From an optimization exercise on the open Yosys and OpenROAD flow, aimed at small area, a short achievable clock period and few clock cycles; shortcuts taken in it are not production practice.
The RTL was checked by simulation tests, not by an equivalence proof against the original design.

==> inputs of v6 <==
// tx_duration
module tx_duration #(
	parameter int INV_W = 16
) (
	input  wire logic                 clk,
	input  wire logic                 arst_n,
	input  wire logic                 start,
	input  dur_pkg::dur_kind_t            dur_kind,
	input  dur_pkg::rate_code_t           data_rate,
	input  dur_pkg::resp_len_t            resp_len,
	input  dur_pkg::frame_len_t           next_len,
	input  wire logic                 long_pre,
	input  wire logic [dur_pkg::NUM_RATES-1:0] basic_rate_set,
	input  dur_pkg::dur_t                 sifs,
	output logic                      tab_en,
	output dur_pkg::rate_idx_t                 tab_addr,
	input  wire logic [INV_W-1:0]     tab_data,
	output logic                      dur_valid,
	output dur_pkg::dur_t                      dur,
	output dur_pkg::rate_idx_t                 resp_rate
);
	dur_pkg::rate_idx_t data_idx;
	dur_pkg::rate_idx_t resp_idx;
	logic s_rd;    
	logic s_d1;    
	logic ofdm_q, both_q;
	logic idle;
	logic has_resp, has_next, both, go;
	logic is_ofdm;
	dur_pkg::frame_len_t nxt_len;
	logic [15:0] nbits;
	logic [17:3] nbn_q;
	logic [1:0] shamt;
	logic [15:0] lomask;
	logic [23:0] kadd, prod;
	dur_pkg::dur_t acc, cst, part, triple, sum;
	assign data_idx = dur_pkg::rate_code_to_index(data_rate);
	basic_rate_sel sel0 (
		.data_idx(data_idx), .basic_rate_set(basic_rate_set), .resp_idx(resp_idx)
	);
	assign has_resp = |resp_len;
	assign has_next = |next_len;
	assign both     = has_resp & has_next;
	assign idle     = ~(s_rd | s_d1);
	assign go       = idle & start & (dur_kind == dur_pkg::dur_single) & (has_resp | has_next);
	assign is_ofdm  = ~data_rate[3];
	always_ff @(posedge clk or negedge arst_n) begin
		if (!arst_n) begin
			s_rd      <= 1'b0;
			s_d1      <= 1'b0;
			tab_en    <= 1'b0;
			dur_valid <= 1'b0;
		end else begin
			s_rd      <= go;
			s_d1      <= s_rd & both;
			tab_en    <= go | (s_rd & both);
			dur_valid <= (idle & start & ~go) | (s_rd & ~both) | s_d1;
		end
	end
	assign nxt_len  = s_d1 | ~has_resp ? next_len : dur_pkg::frame_len_t'(resp_len);
	assign cst      = is_ofdm ? 16'd26 : (long_pre ? 16'd192 : 16'd96);
	logic [11:0] inc_c;
	assign inc_c[0] = is_ofdm;
	for (genvar i = 0; i < 11; i++) begin : g_inc
  ...
export LEC_CHECK = 0
export CAP_MARGIN = 20
export CORE_MARGIN = 2
export CORE_UTILIZATION = 40
export CTS_BUF_LIST = sky130_fd_sc_hd__clkbuf_8
export SETUP_SLACK_MARGIN = 0.45
export SLEW_MARGIN = 20
export SYNTH_HIERARCHICAL = 1
export SYNTH_MINIMUM_KEEP_SIZE = 0
create_clock -name core_clock -period 9.0 [get_ports {clk}]
standard.sh (not shown) runs the stock make flow with config.mk's settings and CLKGATE_MAP_FILE= SYNTH_SCRIPT=/design/flow/synth_recipe.tcl, a recipe that flattens the netlist after the stock synthesis.
==> flow/flow/run.sh <==
#!/bin/bash
# The standard ORFS layout (the standard.sh, all steps), with the port
# buffers made of the smallest buffer cell instead of ORFS's default pick.
set -e
export BUFFER_PORTS_ARGS="-buffer_cell sky130_fd_sc_hd__buf_1"
bash standard.sh > standard.log 2>&1
==> inputs of v36, as changes to v6 <==
Settings changed: SETUP_SLACK_MARGIN 0.45 to 0.3.
==> inputs of v30, as changes to v6 <==
Settings changed: CORE_UTILIZATION 40 to 65, SETUP_SLACK_MARGIN 0.45 to default.
==> comparison table <==
| metric | v6 | v30 | v36 |
|---|---|---|---|
| Endpoint of the most critical setup path | dur[14] | dur[14] | dur[15] |
| Placed Cells incl. Taps | 1182 | 1085 | 1182 |
| Fraction of area in multi-input gates | 78.6% | 79.8% | 78.9% |
| Detailed-routing iteration count for the pre-antenna-repair pass | 4 | 6 | 4 |
| Share of final-layout standard cells stronger than drive strength 1 | 14.6% | 9.01% | 10.0% |
| Wire length on met3 | 941 um | 1790 um | 1080 um |
| Final Critical Period | 8.44 ns | 8.73 ns | 8.50 ns |
| Crit path setup slack, layout | 0.556 ns | 0.273 ns | 0.504 ns |
| Finished Core Util | 45.6% | 71.0% | 44.5% |
| Non-clock buffering overhead in the final layout | 5.97% | 5.47% | 5.31% |
| Detailed route wirelength on metal2 | 11200 um | 10400 um | 11100 um |
| Clock Skew | 0.0120 ns | 0.0123 ns | 0.0113 ns |
| Core region area | 20400 um^2 | 12600 um^2 | 20400 um^2 |
| Area delta synth->final | 11.3% | 6.96% | 8.78% |
| CP Data Arrival Time | 6.64 ns | 6.93 ns | 6.70 ns |
| Clock network contribution to total cell area | 1.25% | 1.35% | 1.28% |
| Effective utilization at floorplan | 40.9% | 66.4% | 40.9% |
| Max Clk Rate | 118 MHz | 115 MHz | 118 MHz |
| Result of the run | finished clean | finished clean | finished clean |
| Multi-input gate area in the final layout | 7290 um^2 | 7120 um^2 | 7160 um^2 |
| Final non-filler cell total | 1199 | 1093 | 1190 |
Testbench counts of v6, summed over its fixed seeds: cycles 5,403.
Testbench counts of v36, summed over its fixed seeds: cycles 5,403.
Testbench counts of v30, summed over its fixed seeds: cycles 5,403.

==> trial 45: inputs <==
Another version of the RTL of tx_duration (not shown whole).
==> module tx_duration, before the edit <==
module tx_duration #(
	parameter int INV_W = 16
) (
	input  wire logic                 clk,
	input  wire logic                 arst_n,
	input  wire logic                 start,
	input  dur_pkg::dur_kind_t            dur_kind,
	input  dur_pkg::rate_code_t           data_rate,
	input  dur_pkg::resp_len_t            resp_len,
	input  dur_pkg::frame_len_t           next_len,
	input  wire logic                 long_pre,
	input  wire logic [dur_pkg::NUM_RATES-1:0] basic_rate_set,
	input  dur_pkg::dur_t                 sifs,
	output logic                      tab_en,
	output dur_pkg::rate_idx_t                 tab_addr,
	input  wire logic [INV_W-1:0]     tab_data,
	output logic                      dur_valid,
	output dur_pkg::dur_t                      dur,
	output dur_pkg::rate_idx_t                 resp_rate
);
	dur_pkg::rate_idx_t data_idx;
	dur_pkg::rate_idx_t resp_idx;
	logic s_rd;    
	logic s_d1;    
	logic s_f2;    
	logic ofdm_q;
	logic idle;
	logic has_resp, has_next, both, go;
	logic is_ofdm;
	dur_pkg::frame_len_t nxt_len;
	logic [15:0] nbits;
	logic [18:3] nb_q;
	logic [1:0] shamt;
	logic [15:0] lomask;
	logic [23:0] kadd, prod;
	dur_pkg::dur_t acc, cst, part, triple, sum;
	function automatic logic [15:0] rip_add(input logic [15:0] a, input logic [15:0] b,
		input logic cin);
		logic c;
		c = cin;
		for (int i = 0; i < 16; i++) begin
			rip_add[i] = a[i] ^ b[i] ^ c;
			c = (a[i] & b[i]) | (a[i] & c) | (b[i] & c);
		end
	endfunction
	assign data_idx = dur_pkg::rate_code_to_index(data_rate);
	basic_rate_sel sel0 (
		.data_idx(data_idx), .basic_rate_set(basic_rate_set), .resp_idx(resp_idx)
	);
	assign has_resp = |resp_len;
	assign has_next = |next_len;
	assign both     = has_resp & has_next;
	assign idle     = ~(s_rd | s_d1);
	assign go       = idle & start & (dur_kind == dur_pkg::dur_single) & (has_resp | has_next);
	assign is_ofdm  = ~data_rate[3];
	always_ff @(posedge clk or negedge arst_n) begin
		if (!arst_n) begin
			s_rd      <= 1'b0;
			s_d1      <= 1'b0;
			s_f2      <= 1'b0;
			tab_en    <= 1'b0;
			dur_valid <= 1'b0;
		end else begin
			s_rd      <= go;
			s_d1      <= s_rd & both;
			s_f2      <= s_d1;
			tab_en    <= go | (s_rd & both);
			dur_valid <= (idle & start & ~go) | (s_rd & ~both) | s_d1;
		end
	end
	assign nxt_len  = s_d1 | ~has_next ? dur_pkg::frame_len_t'(resp_len) : next_len;
	assign nbits    = {1'b0, rip_add({4'd0, nxt_len[11:1]}, 16'd0, is_ofdm) & 16'h0fff, nxt_len[0],
		is_ofdm, is_ofdm, 1'b0};
	assign cst      = is_ofdm ? 16'd26 : (long_pre ? 16'd192 : 16'd96);
	assign part     = rip_add(sifs, cst, 1'b0);
	assign triple   = rip_add(acc, both ? {acc[14:0], 1'b0} : 16'd0, 1'b0);
	always_ff @(posedge clk) begin
		if (s_rd | s_d1)
			nb_q <= 16'((19'(nbits) << {is_ofdm, s_d1}) >> 3);
		else
			nb_q <= '0;
		if (s_d1)
			acc <= sum;
		else if (s_rd)
			acc <= triple;
		else
			acc <= go ? part : '0;
		ofdm_q <= is_ofdm;
	end
	assign shamt  = {ofdm_q, s_f2};
	assign lomask = ~(16'hffff << shamt);
	assign kadd   = {acc & ~lomask, 8'h00} | (24'hff << shamt);
	frame_airtime air0 (
		.nb(nb_q), .w(tab_data), .k(kadd), .a(prod)
	);
	assign sum = (prod[23:8] & ~lomask) | (acc & lomask);
	assign dur = sum;
	always_ff @(posedge clk) begin
		if (idle)
			tab_addr <= (dur_kind == dur_pkg::dur_bcast) ? dur_pkg::rate_idx_t'(0) :
				(has_next ? data_idx : resp_idx);
		else
			tab_addr <= resp_idx;
	end
	assign resp_rate = tab_addr;
endmodule
Settings: LEC_CHECK=0, CAP_MARGIN=20, CORE_MARGIN=2, CORE_UTILIZATION=40, CTS_BUF_LIST=sky130_fd_sc_hd__clkbuf_8, SLEW_MARGIN=20; clock period 9.0 ns.
Scripts as last shown in full above: flow/flow/run.sh
==> inputs of build 71, as changes to trial 45 <==
--- a/flow/design.v
+++ b/flow/design.v
@@ -1294,9 +1294,9 @@
 	logic s_rd;    
 	logic s_d1;    
-	logic s_f2;    
-	logic ofdm_q;
+	logic s_d2;    
 	logic idle;
 	logic has_resp, has_next, both, go;
 	logic is_ofdm;
+	logic nxt_resp, nxt_dbl;
 	dur_pkg::frame_len_t nxt_len;
 	logic [15:0] nbits;
@@ -1304,15 +1304,6 @@
 	logic [1:0] shamt;
 	logic [15:0] lomask;
-	logic [23:0] kadd, prod;
-	dur_pkg::dur_t acc, cst, part, triple, sum;
-	function automatic logic [15:0] rip_add(input logic [15:0] a, input logic [15:0] b,
-		input logic cin);
-		logic c;
-		c = cin;
-		for (int i = 0; i < 16; i++) begin
-			rip_add[i] = a[i] ^ b[i] ^ c;
-			c = (a[i] & b[i]) | (a[i] & c) | (b[i] & c);
-		end
-	endfunction
+	logic [23:0] kadd, acc;
+	dur_pkg::dur_t cst, part, pre, sum;
 	assign data_idx = dur_pkg::rate_code_to_index(data_rate);
 	basic_rate_sel sel0 (
@@ -1322,5 +1313,5 @@
 	assign has_next = |next_len;
 	assign both     = has_resp & has_next;
-	assign idle     = ~(s_rd | s_d1);
+	assign idle     = ~(s_rd | s_d1 | s_d2);
 	assign go       = idle & start & (dur_kind == dur_pkg::dur_single) & (has_resp | has_next);
 	assign is_ofdm  = ~data_rate[3];
@@ -1329,42 +1320,32 @@
 			s_rd      <= 1'b0;
 			s_d1      <= 1'b0;
-			s_f2      <= 1'b0;
+			s_d2      <= 1'b0;
 			tab_en    <= 1'b0;
 			dur_valid <= 1'b0;
 		end else begin
 			s_rd      <= go;
-			s_d1      <= s_rd & both;
-			s_f2      <= s_d1;
+			s_d1      <= s_rd;
+			s_d2      <= s_d1 & both;
 			tab_en    <= go | (s_rd & both);
-			dur_valid <= (idle & start & ~go) | (s_rd & ~both) | s_d1;
+			dur_valid <= (idle & start & ~go) | (s_d1 & ~both) | s_d2;
 		end
 	end
-	assign nxt_len  = s_d1 | ~has_next ? dur_pkg::frame_len_t'(resp_len) : next_len;
-	assign nbits    = {1'b0, rip_add({4'd0, nxt_len[11:1]}, 16'd0, is_ofdm) & 16'h0fff, nxt_len[0],
-		is_ofdm, is_ofdm, 1'b0};
+	assign nxt_resp = s_d1 | ~has_next;    
+	assign nxt_dbl  = s_d1;
+	assign nxt_len  = nxt_resp ? dur_pkg::frame_len_t'(resp_len) : next_len;
+	assign nbits    = {1'b0, nxt_len, 3'b000} + (is_ofdm ? 16'd22 : 16'd0);
 	assign cst      = is_ofdm ? 16'd26 : (long_pre ? 16'd192 : 16'd96);
-	assign part     = rip_add(sifs, cst, 1'b0);
-	assign triple   = rip_add(acc, both ? {acc[14:0], 1'b0} : 16'd0, 1'b0);
+	assign part     = cst + sifs;
+	assign pre      = both ? part + {part[14:0], 1'b0} : part;
 	always_ff @(posedge clk) begin
-		if (s_rd | s_d1)
-			nb_q <= 16'((19'(nbits) << {is_ofdm, s_d1}) >> 3);
-		else
-			nb_q <= '0;
-		if (s_d1)
-			acc <= sum;
-		else if (s_rd)
-			acc <= triple;
-		else
-			acc <= go ? part : '0;
-		ofdm_q <= is_ofdm;
+		nb_q <= 16'((19'(nbits) << {is_ofdm, nxt_dbl}) >> 3);
 	end
-	assign shamt  = {ofdm_q, s_f2};
+	assign shamt  = {is_ofdm, s_d2};
 	assign lomask = ~(16'hffff << shamt);
-	assign kadd   = {acc & ~lomask, 8'h00} | (24'hff << shamt);
+	assign kadd   = {dur & ~lomask, 8'h00} | (24'hff << shamt);
 	frame_airtime air0 (
-		.nb(nb_q), .w(tab_data), .k(kadd), .a(prod)
+		.nb(nb_q), .w(tab_data), .k(kadd), .a(acc)
 	);
-	assign sum = (prod[23:8] & ~lomask) | (acc & lomask);
-	assign dur = sum;
+	assign sum = (acc[23:8] & ~lomask) | (dur & lomask);
 	always_ff @(posedge clk) begin
 		if (idle)
@@ -1373,4 +1354,10 @@
 		else
 			tab_addr <= resp_idx;
+		if (s_d1 | s_d2)
+			dur <= sum;
+		else if (s_rd)
+			dur <= pre;
+		else
+			dur <= '0;
 	end
 	assign resp_rate = tab_addr;
==> flow/run.sh (new file) <==
#!/bin/bash
# synth_recipe.tcl (not shown) runs the flow's synth.tcl, then flattens the netlist and writes it again
# the make line also repeats each setting of config.mk as NAME=value (left out here)
make -C /OpenROAD-flow-scripts/flow DESIGN_CONFIG=/design/flow/config.mk WORK_HOME=/design/flow/orfs CLKGATE_MAP_FILE= SYNTH_SCRIPT=/design/flow/synth_recipe.tcl finish
- CTS_BUF_LIST: sky130_fd_sc_hd__clkbuf_8 -> default
removed: flow/flow/run.sh
removed: flow/standard.sh
==> key figures <==
Final layout
  • Util after Layout: between 40 and 50%
  • Final #Nets: ~1.4k
  • Cell area after layout: between 10,000 and 15,000 µm²
  • Most frequent cells in the layout: inv_1, fa_1, and2_1, nand2_1, clkdlybuf4s50_1

GRT
  • GRT Overall Usage: 21.7%
  • M1 GR Usage: about 30%

Yosys
  • Post-Synth Simple-Gate Area: a little over 20%
  • Library cells used by synthesis: between 60 and 70

Critical path
  • CP Class: in2reg
  • Crit. Startpoint: tab_data[3]
  • CP Data Arrival Time: approximately 7.6 ns

CTS
  • Num Clock Sinks: 41

Floorplan
  • Die area: approximately 24,000 µm²

Timing
  • FMAX: roughly 130 MHz

Detailed routing
  • Routed length per instance: 17.4 µm
  • Vias: between 7k and 8k
  • Met1 Wirelength: approximately 11,000 µm
  • Routed length on met3: 1500 µm

Status
  • Status: no timing/DRC/antenna violations
(the above is from build 71)
==> key figures <==
Status
  • Status: no timing/DRC/antenna violations

Final layout
  • Util after Layout: 44.5%
  • Final #Nets: roughly 1.4k

Yosys
  • Library cells used by synthesis: 63

CTS
  • Num Clock Sinks: 42

Critical path
  • CP Data Arrival Time: around 6.9 ns

Floorplan
  • Die area: ~24,000 µm²

GRT
  • M1 GR Usage: between 20 and 30%

Detailed routing
  • Routed length per instance: ~17 µm
  • Routed length on met3: just under 900 µm
  • Vias: 7,002
(the above is from trial 45)
Testbench counts of trial 45, summed over its fixed seeds: cycles 5,403.
Testbench counts of build 71, summed over its fixed seeds: cycles 7,504.

## static timing again, ports no longer ideal
In the flow no input, the clock included, has a driving cell. The finished layouts below were timed again as built, in two steps. Step 1, drivers: a clkbuf_16 drives clk and a buf_2 each remaining input, both assumed. Step 2 times the ports against the registers' clock, not the clock port: input delays grow and output delays shrink by t, the midpoint of the rising clock arrivals with the driver on. a / b / c = ideal / step 1 / step 2; a / b = the first two.
| run | t (ns) | slack for setup (ns) | worst setup path at the end |
|---|---|---|---|
| v6 | 0.327 | 0.556 / 0.537 / 0.537 | input to output |
| v36 | 0.327 | 0.504 / 0.483 / 0.483 | input to output |
| v30 | 0.314 | 0.273 / 0.252 / 0.252 | input to output |
| trial 45 | 0.328 | 0.271 / 0.243 / 0.139 | input to register |
| build 71 | 0.333 | 1.557 / 1.577 / 1.244 | input to register |
After both steps every run listed still meets setup and hold. For build 71, which loses most, drivers alone change the setup slack by +0.020 ns; drivers and shift together by -0.313 ns.
